What follows belongs to an exercise in optimizing a design on an open flow for small area, a short achievable clock period and few clock cycles; a production flow would make more cautious choices.
Function was checked by simulation only, so behaviour that the tests miss may differ from the original.
No driver is modelled on the clock port, so clock power and skew are understated where the tree is cut down; a real chip needs a root buffer or a tree.
Power figures rest on the tool's default switching activity, not on a simulated workload.

==> flow/design.v <==
`timescale 1ns/1ps
module sha256_padder (
	input  logic         clock,
	input  logic         regin_reset,
	input  logic         go,
	input  logic [5:0]   msg_len,
	input  logic [7:0]   mem_data,
	output logic [6:0]   mem_req,
	output logic [511:0] block,
	output logic         pad_rdy
);
	logic       idle;    
	logic       en;      
	logic [5:0] addr;    
	logic       clr;     
	logic       v0;      
	logic       vld;     
	logic       hd;      
	logic [5:0] len;     
	logic [5:0] lenq;    
	logic       accept;
	logic [7:0] msg [0:54];   
	logic       mark55;       
	assign accept  = go & idle;
	function automatic logic [5:0] dec6(input logic [5:0] x);
		for (int i = 0; i < 6; i++) begin
			dec6[i] = x[i] ^ ~|(x & ((6'd1 << i) - 6'd1));
		end
	endfunction
	assign mem_req = {en, addr};
	always_ff @(posedge clock) begin
		if (regin_reset) begin
			idle    <= 1'b1;
			en      <= 1'b0;
			clr     <= 1'b0;
			v0      <= 1'b0;
			vld     <= 1'b0;
			hd      <= 1'b1;
			pad_rdy <= 1'b0;
		end else begin
			idle    <= (idle & ~go) | ((clr | v0 | vld) & ~en);
			en      <= idle ? (go & (msg_len != 6'd0)) :
			           clr  ? (|len[5:1]) : (en & (addr != 6'd1));
			clr     <= accept;
			v0      <= en & clr;
			vld     <= en & ~clr;
			hd      <= ~accept & ~(en & ~clr);
			pad_rdy <= ((clr | v0 | vld) & ~en) | (pad_rdy & ~go);
		end
	end
	always_ff @(posedge clock) begin
		addr <= idle ? 6'd0 : clr ? dec6(len) : dec6(addr);
	end
	always_ff @(posedge clock) begin
		if (accept) begin
			len <= msg_len;
		end
		lenq <= len;
	end
	always_ff @(posedge clock) begin
		msg[0] <= ({8{v0}} & mem_data) | ({8{clr}} & 8'h80) | ({8{~clr & ~v0}} & msg[0]);
		msg[1] <= ({8{vld}} & mem_data) | ({8{clr & en}} & 8'h80) | ({8{hd}} & msg[1]);
		for (int i = 2; i < 55; i++) begin
			msg[i] <= ({8{vld}} & msg[i - 1]) | ({8{hd}} & msg[i]);
		end
		mark55 <= (vld & msg[54][7]) | (hd & mark55);
	end
	always_comb begin
		block = '0;
		for (int i = 0; i < 55; i++) begin
			block[511 - 8 * i -: 8] = msg[i];
		end
		block[71] = mark55;
		block[8:3] = lenq;
	end
endmodule
Settings: LEC_CHECK=0, CAP_MARGIN=20, CORE_ASPECT_RATIO=4, CORE_MARGIN=2, CORE_UTILIZATION=75, SETUP_SLACK_MARGIN=2.45, SLEW_MARGIN=20; clock period 4.0 ns.
standard.sh (not shown) runs the stock make flow with config.mk's settings and CLKGATE_MAP_FILE= SYNTH_SCRIPT=/design/flow/synth_recipe.tcl, a recipe that flattens the netlist after the stock synthesis.
==> flow/flow/run.sh <==
#!/bin/bash
# Layout: the standard flow with these changes.
#  - synthesis runs first, exactly as standard (synth.log);
#  - after synthesis, repair uses no delay cells (dont_use.tcl);
#  - port buffers are buf_1;
#  - flip-flops that drive an output buffer drive only it: their other
#    loads move to the buffer output; wide nets get balanced buffer trees,
#    repair_design caps fanout (pre_resize.tcl);
#  - the CTS buffer tree is replaced by a two-level inverter tree, and the
#    post-CTS repair runs on that tree (post_cts.tcl).
#  - repair may resize cells to other footprints (MATCH_CELL_FOOTPRINT=0).
#  - one tie cell drives up to 8 constant-0 output ports (tie_merge.tcl, run
#    from pre_resize.tcl).
#  - output buffers sit next to the flip-flops that drive them (post_dp.tcl).
# The rest of the tools' output goes to standard.log.
set -e
bash standard.sh synth > synth.log 2>&1
F=$PWD/flow
export BUFFER_PORTS_ARGS="-buffer_cell sky130_fd_sc_hd__buf_1"
export PRE_FLOORPLAN_TCL=$F/dont_use.tcl
export FLOW_TIE_GROUP=8
export PRE_RESIZE_TCL=$F/pre_resize.tcl
export POST_DETAIL_PLACE_TCL=$F/post_dp.tcl
export PRE_CTS_TCL=$F/dont_use.tcl
export POST_CTS_TCL=$F/post_cts.tcl
export PRE_GLOBAL_ROUTE_TCL=$F/dont_use.tcl
export FLOW_MAX_FANOUT=40
bash standard.sh SKIP_CTS_REPAIR_TIMING=1 MATCH_CELL_FOOTPRINT=0 finish > standard.log 2>&1
Other scripts of this flow, unchanged in this note and not shown: flow/flow/dont_use.tcl, flow/flow/ftree.tcl, flow/flow/inv_tree.tcl, flow/flow/post_cts.tcl, flow/flow/post_dp.tcl, flow/flow/pre_resize.tcl, flow/flow/tie_merge.tcl
The first run produced a clean layout.
Testbench counts at the start, summed over its fixed seeds: cycles 15,553.
Then changed:
Settings changed: CORE_UTILIZATION 75 to 70, SETUP_SLACK_MARGIN 2.45 to 2.55.
After rerunning: The new run failed in global routing. Area after synthesis does not change. Synthesized cell count is unchanged.
Then changed:
Settings changed: SETUP_SLACK_MARGIN 2.55 to 2.5.
With this change the flow completed without violations.
Area after synthesis stays the same.
Synthesized cell count is unchanged.
Then changed:
Settings changed: CORE_UTILIZATION 70 to 65.
What happened: The changed run completed with no timing, DRC or antenna violations. Worst hold slack degrades by 0.0080 ns. Wire length rose by 0.34%. Sequential power barely changes. Fmax rose by 2.6%. Worst setup slack improves by 0.039 ns. Total power barely changes. Utilization fell by 5.3 points. Area after synthesis is unchanged. Design area rose by 0.94%. Cell count rose by 0.79%. Via count fell by 1.5%.
Then changed:
Settings changed: CORE_UTILIZATION 65 to 70, SETUP_SLACK_MARGIN 2.5 to 2.4.
=> Clock skew barely changes. Sequential cell count does not change. Total power goes down by 0.50%. Maximum frequency goes down by 6.5%. Area after synthesis is unchanged. Final area goes down by 5.3%. Sequential power stays flat. Global-route usage goes up by 2.3 points. Core utilization goes up by 1.6 points. Combinational power goes down by 5.1%. Clock power is about the same.
The clock cells of the first, third, fourth and fifth runs of this note come from the design's own scripts or RTL, not from TritonCTS.

---

## fjord
RTL: the design.v shown in full above, as it stands there.
export LEC_CHECK = 0
export CAP_MARGIN = 20
export CORE_ASPECT_RATIO = 4
export CORE_MARGIN = 2
export CORE_UTILIZATION = 70
export SETUP_SLACK_MARGIN = 2.45
export SLEW_MARGIN = 20
create_clock -name core_clock -period 4.0 [get_ports {clock}]
==> flow/flow/run.sh <==
#!/bin/bash
# Layout: the standard flow with these changes.
#  - synthesis runs first, exactly as standard (synth.log);
#  - after synthesis, repair uses no delay cells (dont_use.tcl);
#  - port buffers are buf_1;
#  - flip-flops that drive an output buffer drive only it: their other
#    loads move to the buffer output; repair_design caps fanout (pre_resize.tcl);
#  - the CTS buffer tree is replaced by a two-level inverter tree, and the
#    post-CTS repair runs on that tree (post_cts.tcl).
#  - repair may resize cells to other footprints (MATCH_CELL_FOOTPRINT=0).
#  - one tie cell drives up to 8 constant-0 output ports (tie_merge.tcl, run
#    from pre_resize.tcl).
#  - output buffers sit next to the flip-flops that drive them (post_dp.tcl).
# The rest of the tools' output goes to standard.log.
set -e
bash standard.sh synth > synth.log 2>&1
F=$PWD/flow
export BUFFER_PORTS_ARGS="-buffer_cell sky130_fd_sc_hd__buf_1"
export PRE_FLOORPLAN_TCL=$F/dont_use.tcl
export FLOW_TIE_GROUP=8
export PRE_RESIZE_TCL=$F/pre_resize.tcl
export POST_DETAIL_PLACE_TCL=$F/post_dp.tcl
export PRE_CTS_TCL=$F/dont_use.tcl
export POST_CTS_TCL=$F/post_cts.tcl
export PRE_GLOBAL_ROUTE_TCL=$F/dont_use.tcl
export FLOW_MAX_FANOUT=16
bash standard.sh SKIP_CTS_REPAIR_TIMING=1 MATCH_CELL_FOOTPRINT=0 finish > standard.log 2>&1
Other scripts of this flow, unchanged in this note and not shown: flow/flow/dont_use.tcl, flow/flow/inv_tree.tcl, flow/flow/post_cts.tcl, flow/flow/post_dp.tcl, flow/flow/pre_resize.tcl, flow/flow/tie_merge.tcl
Testbench counts of fjord, summed over its fixed seeds: cycles 15,553.
Relative to fjord, the following input files were edited for delta:
# fjord
export LEC_CHECK = 0
export CAP_MARGIN = 20
export CORE_ASPECT_RATIO = 4
export CORE_MARGIN = 2
export CORE_UTILIZATION = 70
export SETUP_SLACK_MARGIN = 2.45
export SLEW_MARGIN = 20
create_clock -name core_clock -period 4.0 [get_ports {clock}]
# delta
export LEC_CHECK = 0
export CAP_MARGIN = 20
export CORE_ASPECT_RATIO = 4
export CORE_MARGIN = 2
export CORE_UTILIZATION = 70
export SETUP_SLACK_MARGIN = 2.4
export SLEW_MARGIN = 20
create_clock -name core_clock -period 4.0 [get_ports {clock}]
==> results.txt <==
delta has completed all stages; timing, DRC and antenna checks passed.
Summary of delta over fjord: final area now sits lower, placer's final routability congestion estimate flat, core utilization lower, worst hold slack neither gained nor lost much, total length of routed met2 wires has decreased.
Wire length, delta vs fjord: down by a few percent
Compared with fjord, delta instantiates a smaller number of standard cells.
Status: number of global-route vias before repair parity (delta, fjord)
In every run of this note, the design's own scripts or RTL, not TritonCTS, make the clock network.

---

// sha256_padder: RTL as listed in full above, without the edits since
export LEC_CHECK = 0
export CAP_MARGIN = 20
export CORE_AREA = 2.5 2.5 47.5 532.5
export DIE_AREA = 0 0 50 535
export SETUP_SLACK_MARGIN = 2.45
export SLEW_MARGIN = 20
create_clock -name core_clock -period 4.0 [get_ports {clock}]
==> flow/flow/run.sh <==
#!/bin/bash
# Layout: the standard flow with these changes.
#  - synthesis runs first, exactly as standard (synth.log);
#  - after synthesis, repair uses no delay cells (dont_use.tcl);
#  - port buffers are buf_1;
#  - flip-flops that drive an output buffer drive only it: their other
#    loads move to the buffer output; wide nets get balanced buffer trees,
#    repair_design caps fanout (pre_resize.tcl);
#  - the CTS buffer tree is replaced by a two-level inverter tree, and the
#    post-CTS repair runs on that tree (post_cts.tcl).
#  - repair may resize cells to other footprints (MATCH_CELL_FOOTPRINT=0).
#  - one tie cell drives up to 8 constant-0 output ports (tie_merge.tcl, run
#    from pre_resize.tcl).
#  - output buffers sit next to the flip-flops that drive them (post_dp.tcl).
# The rest of the tools' output goes to standard.log.
set -e
bash standard.sh synth > synth.log 2>&1
F=$PWD/flow
export BUFFER_PORTS_ARGS="-buffer_cell sky130_fd_sc_hd__buf_1"
export PRE_FLOORPLAN_TCL=$F/dont_use.tcl
export FLOW_TIE_GROUP=8
export PRE_RESIZE_TCL=$F/pre_resize.tcl
export POST_DETAIL_PLACE_TCL=$F/post_dp.tcl
export PRE_CTS_TCL=$F/dont_use.tcl
export POST_CTS_TCL=$F/post_cts.tcl
export PRE_GLOBAL_ROUTE_TCL=$F/dont_use.tcl
export FLOW_MAX_FANOUT=40
bash standard.sh SKIP_CTS_REPAIR_TIMING=1 MATCH_CELL_FOOTPRINT=0 finish > standard.log 2>&1
Other scripts of this flow, unchanged in this note and not shown: flow/flow/dont_use.tcl, flow/flow/ftree.tcl, flow/flow/inv_tree.tcl, flow/flow/post_cts.tcl, flow/flow/post_dp.tcl, flow/flow/pre_resize.tcl, flow/flow/tie_merge.tcl
Testbench counts at the start, summed over its fixed seeds: cycles 15,553.
Then changed:
CORE_AREA = default   (was 2.5 2.5 47.5 532.5)
CORE_ASPECT_RATIO = 4   (was default)
CORE_MARGIN = 2   (was default)
CORE_UTILIZATION = 65   (was default)
DIE_AREA = default   (was 0 0 50 535)
Via count rises by 3.0%.
Power barely changes.
Setup slack barely changes.
Worst hold slack gets worse by 0.029 ns.
Clock power is higher by about 2%.
Global-route usage came out higher by 4.0 points.
Sequential share of layout area went up by 0.38 points.
Die area shrinks by 10%.
Then changed:
GPL_TIMING_DRIVEN = 0   (was default)
The new run finished with timing, DRC and antenna clean.
Sequential share of layout area is lower by 3.2 points.
Via count rose by 8.0%.
Global-route usage came out higher by 0.32 points.
Synthesized cell count stays the same.
Sequential power hardly moves.
Register-to-register slack improved by 0.07 ns.
Sequential cell count stays the same.
Then changed:
CORE_UTILIZATION = 70   (was 65)
GPL_TIMING_DRIVEN = default   (was 0)
Total power goes down by 1.1%. Global-route usage goes up by 2.3 points. Setup slack gets better by 0.037 ns. Final cell count came out lower by 10%. Wire length is about the same.
In every run of this note, the design's own scripts or RTL, not TritonCTS, make the clock network.

---

pine:
// sha256_padder: RTL as listed in full above, without the edits since
Settings: LEC_CHECK=0, CAP_MARGIN=20, CORE_ASPECT_RATIO=4, CORE_MARGIN=2, CORE_UTILIZATION=65, PLACE_DENSITY=0.8, SETUP_SLACK_MARGIN=2.45, SLEW_MARGIN=20; clock period 4.0 ns.
Scripts as last shown in full above: flow/flow/run.sh
Other scripts of this flow, unchanged in this note and not shown: flow/flow/dont_use.tcl, flow/flow/ftree.tcl, flow/flow/inv_tree.tcl, flow/flow/post_cts.tcl, flow/flow/post_dp.tcl, flow/flow/pre_resize.tcl, flow/flow/tie_merge.tcl
Testbench counts of pine, summed over its fixed seeds: cycles 15,553.
The following lists how oak was set up differently from pine:
- a change of CORE_UTILIZATION from 65 to 60
- a deleted PLACE_DENSITY that had been 0.8
### Flow results
Total via count in the routed design (lower): oak. oak vs pine: area occupied by multi-input gates up slightly. In the reports for pine and oak, the larger mean routed wirelength per cell belongs to oak. Fraction of area in registers: pine and oak compared, higher one is pine.
In every run of this note, the design's own scripts or RTL, not TritonCTS, make the clock network.

---

## garnet
Another version of the RTL of sha256_padder (not shown whole).
Size: about 1100 cells after synthesis, about 540 I/O pins, roughly 0.015 mm² of cells after synthesis.
Settings: LEC_CHECK=0, CAP_MARGIN=20, CORE_ASPECT_RATIO=4, CORE_MARGIN=2, CORE_UTILIZATION=70, SETUP_SLACK_MARGIN=2.45, SLEW_MARGIN=20; clock period 4.0 ns.
==> flow/flow/run.sh <==
#!/bin/bash
# Layout: the standard flow with these changes.
#  - synthesis runs first, exactly as standard (synth.log);
#  - after synthesis, repair uses no delay cells (dont_use.tcl);
#  - port buffers are buf_1;
#  - flip-flops that drive an output buffer drive only it: their other
#    loads move to the buffer output; repair_design caps fanout (pre_resize.tcl);
#  - the CTS buffer tree is replaced by a two-level inverter tree, and the
#    post-CTS repair runs on that tree (post_cts.tcl).
#  - repair may resize cells to other footprints (MATCH_CELL_FOOTPRINT=0).
#  - one tie cell drives up to 8 constant-0 output ports (tie_merge.tcl, run
#    from pre_resize.tcl).
# The rest of the tools' output goes to standard.log.
set -e
bash standard.sh synth > synth.log 2>&1
F=$PWD/flow
export BUFFER_PORTS_ARGS="-buffer_cell sky130_fd_sc_hd__buf_1"
export PRE_FLOORPLAN_TCL=$F/dont_use.tcl
export FLOW_TIE_GROUP=8
export PRE_RESIZE_TCL=$F/pre_resize.tcl
export PRE_CTS_TCL=$F/dont_use.tcl
export POST_CTS_TCL=$F/post_cts.tcl
export PRE_GLOBAL_ROUTE_TCL=$F/dont_use.tcl
export FLOW_MAX_FANOUT=16
bash standard.sh SKIP_CTS_REPAIR_TIMING=1 MATCH_CELL_FOOTPRINT=0 finish > standard.log 2>&1
Other scripts of this flow, unchanged in this note and not shown: flow/flow/dont_use.tcl, flow/flow/inv_tree.tcl, flow/flow/post_cts.tcl, flow/flow/pre_resize.tcl, flow/flow/tie_merge.tcl
Testbench counts of garnet, summed over its fixed seeds: cycles 15,553.
The inputs of indigo differ from those of garnet as listed below.
- SETUP_SLACK_MARGIN: 2.45 -> 2.4
[summary]
indigo went all the way through synthesis, placement and routing and the layout is clean on timing, DRC and antenna.
Any difference in sequential cell count between garnet and indigo is small enough to ignore.
Going from garnet to indigo, the worst setup slack was found to have gone down by 0.043 ns.
Re pin count of the biggest net entering global routing: no difference whatsoever between garnet and indigo.
Edits applied to the flow inputs when going from indigo to amber:
diff --git a/flow/flow/run.sh b/flow/flow/run.sh
--- a/flow/flow/run.sh
+++ b/flow/flow/run.sh
@@ -12,2 +12,3 @@
 #    from pre_resize.tcl).
+#  - output buffers sit next to the flip-flops that drive them (post_dp.tcl).
 # The rest of the tools' output goes to standard.log.
@@ -20,2 +21,3 @@
 export PRE_RESIZE_TCL=$F/pre_resize.tcl
+export POST_DETAIL_PLACE_TCL=$F/post_dp.tcl
 export PRE_CTS_TCL=$F/dont_use.tcl
==> flow/flow/post_dp.tcl (new file) <==
# After detailed placement: put each output port buffer that is driven by a
# flip-flop right next to that flip-flop, so the buffer, not the flip-flop,
# drives the wire to the pin; then legalize again.
set block [ord::get_db_block]
set moved 0
foreach bt [$block getBTerms] {
  if {[$bt getIoType] != "OUTPUT"} { continue }
  set pnet [$bt getNet]
  if {$pnet == "NULL"} { continue }
  set drv ""
  foreach it [$pnet getITerms] { if {[$it isOutputSignal]} { set drv $it } }
  if {$drv == ""} { continue }
  set buf [$drv getInst]
  if {![string match "sky130_fd_sc_hd__buf_*" [[$buf getMaster] getName]]} { continue }
  set in_net [[$buf findITerm A] getNet]
  if {$in_net == "NULL"} { continue }
  set src ""
  foreach it [$in_net getITerms] { if {[$it isOutputSignal]} { set src $it } }
  if {$src == "" || [[$src getMTerm] getName] != "Q"} { continue }
  set ff [$src getInst]
  set loc [$ff getLocation]
  $buf setLocation [expr {[lindex $loc 0] + [[$ff getMaster] getWidth]}] [lindex $loc 1]
  incr moved
}
puts "post_dp: moved $moved output buffers next to their flip-flops"
detailed_placement
optimize_mirroring
check_placement -verbose
estimate_parasitics -placement
## What came out
- Side by side, stage delay of the slowest cell on the critical path turned out lower in amber than in indigo.
- Compared with indigo, in amber sequential cell area level, final period demand of the worst path dropped 0.030 ns, routed wire length decreased by about 6% relative to the old numbers.
- Relative to indigo, the post-detailed-placement half-perimeter wirelength measured on amber has decreased by a few percent.
- Relative to indigo, the overall routing resource usage of amber is lower by 2.4 points.
- For amber, the start point of the critical path was msg[15][0], unlike indigo, where it was msg[33][3].
- Taking indigo as the reference, in amber via count decreased about 5%, global-route met1 utilization held, tightest hold margin now smaller.
--- input diff amber..harbor ---
- swapping 2.4 for 2.5 in SETUP_SLACK_MARGIN
--- outcome ---
- harbor finished end to end and its layout was clean on timing, DRC and antenna.
- reg -> out as the critical path start-end classification was reported by amber, and reg -> reg by harbor.
- Higher first-pass GRT wire length goes to harbor over amber.
- Total wirelength of the detailed-routed design sits higher in harbor than in amber.
- The share of the cycle needed by the critical path after routing of amber and that of harbor are within noise of each other.
In every run of this note, the design's own scripts or RTL, not TritonCTS, make the clock network.

==> static timing again, ports no longer ideal <==
How much do the figures lean on ideal ports? The routed layouts below were timed once more, with nothing changed but the port constraints.
Step 1 assumes that a clkbuf_16 drives the clock port and a buf_2 every other input.
Step 2 times the ports against the registers' clock, not the clock port: input delays grow and output delays shrink by t, the midpoint of the rising clock arrivals with the driver on.
a / b / c = ideal / step 1 / step 2; a / b = the first two.
run | shift t [ns] | setup slack, ns | worst register clock-pin slew, ns
the first run of note 1 | 0.401 | 2.390 / 2.186 / 2.241 | 0.10 / 0.11
the third run of note 1 | 0.399 | 2.461 / 2.272 / 2.326 | 0.11 / 0.11
the fourth run of note 1 | 0.408 | 2.501 / 2.275 / 2.318 | 0.11 / 0.11
the fifth run of note 1 | 0.403 | 2.396 / 2.177 / 2.326 | 0.11 / 0.11
fjord | 0.411 | 2.401 / 2.216 / 2.320 | 0.11 / 0.11
delta | 0.411 | 2.408 / 2.180 / 2.286 | 0.11 / 0.11
the first run of note 3 | 0.425 | 2.464 / 2.218 / 2.324 | 0.10 / 0.11
the second run of note 3 | 0.409 | 2.462 / 2.235 / 2.318 | 0.11 / 0.11
the third run of note 3 | 0.414 | 2.406 / 2.175 / 2.287 | 0.11 / 0.11
the fourth run of note 3 | 0.403 | 2.443 / 2.233 / 2.323 | 0.11 / 0.11
pine | 0.407 | 2.461 / 2.236 / 2.338 | 0.11 / 0.11
oak | 0.420 | 2.446 / 2.217 / 2.341 | 0.11 / 0.11
garnet | 0.406 | 2.420 / 2.193 / 2.267 | 0.10 / 0.11
indigo | 0.406 | 2.377 / 2.149 / 2.214 | 0.10 / 0.10
amber | 0.403 | 2.407 / 2.182 / 2.296 | 0.11 / 0.11
harbor | 0.415 | 2.401 / 2.210 / 2.288 | 0.11 / 0.11
After both steps setup and hold are still met in every run listed. The setup slack of the fourth run of note 1, which loses most, moves by -0.226 ns with the drivers and by -0.183 ns with both steps.
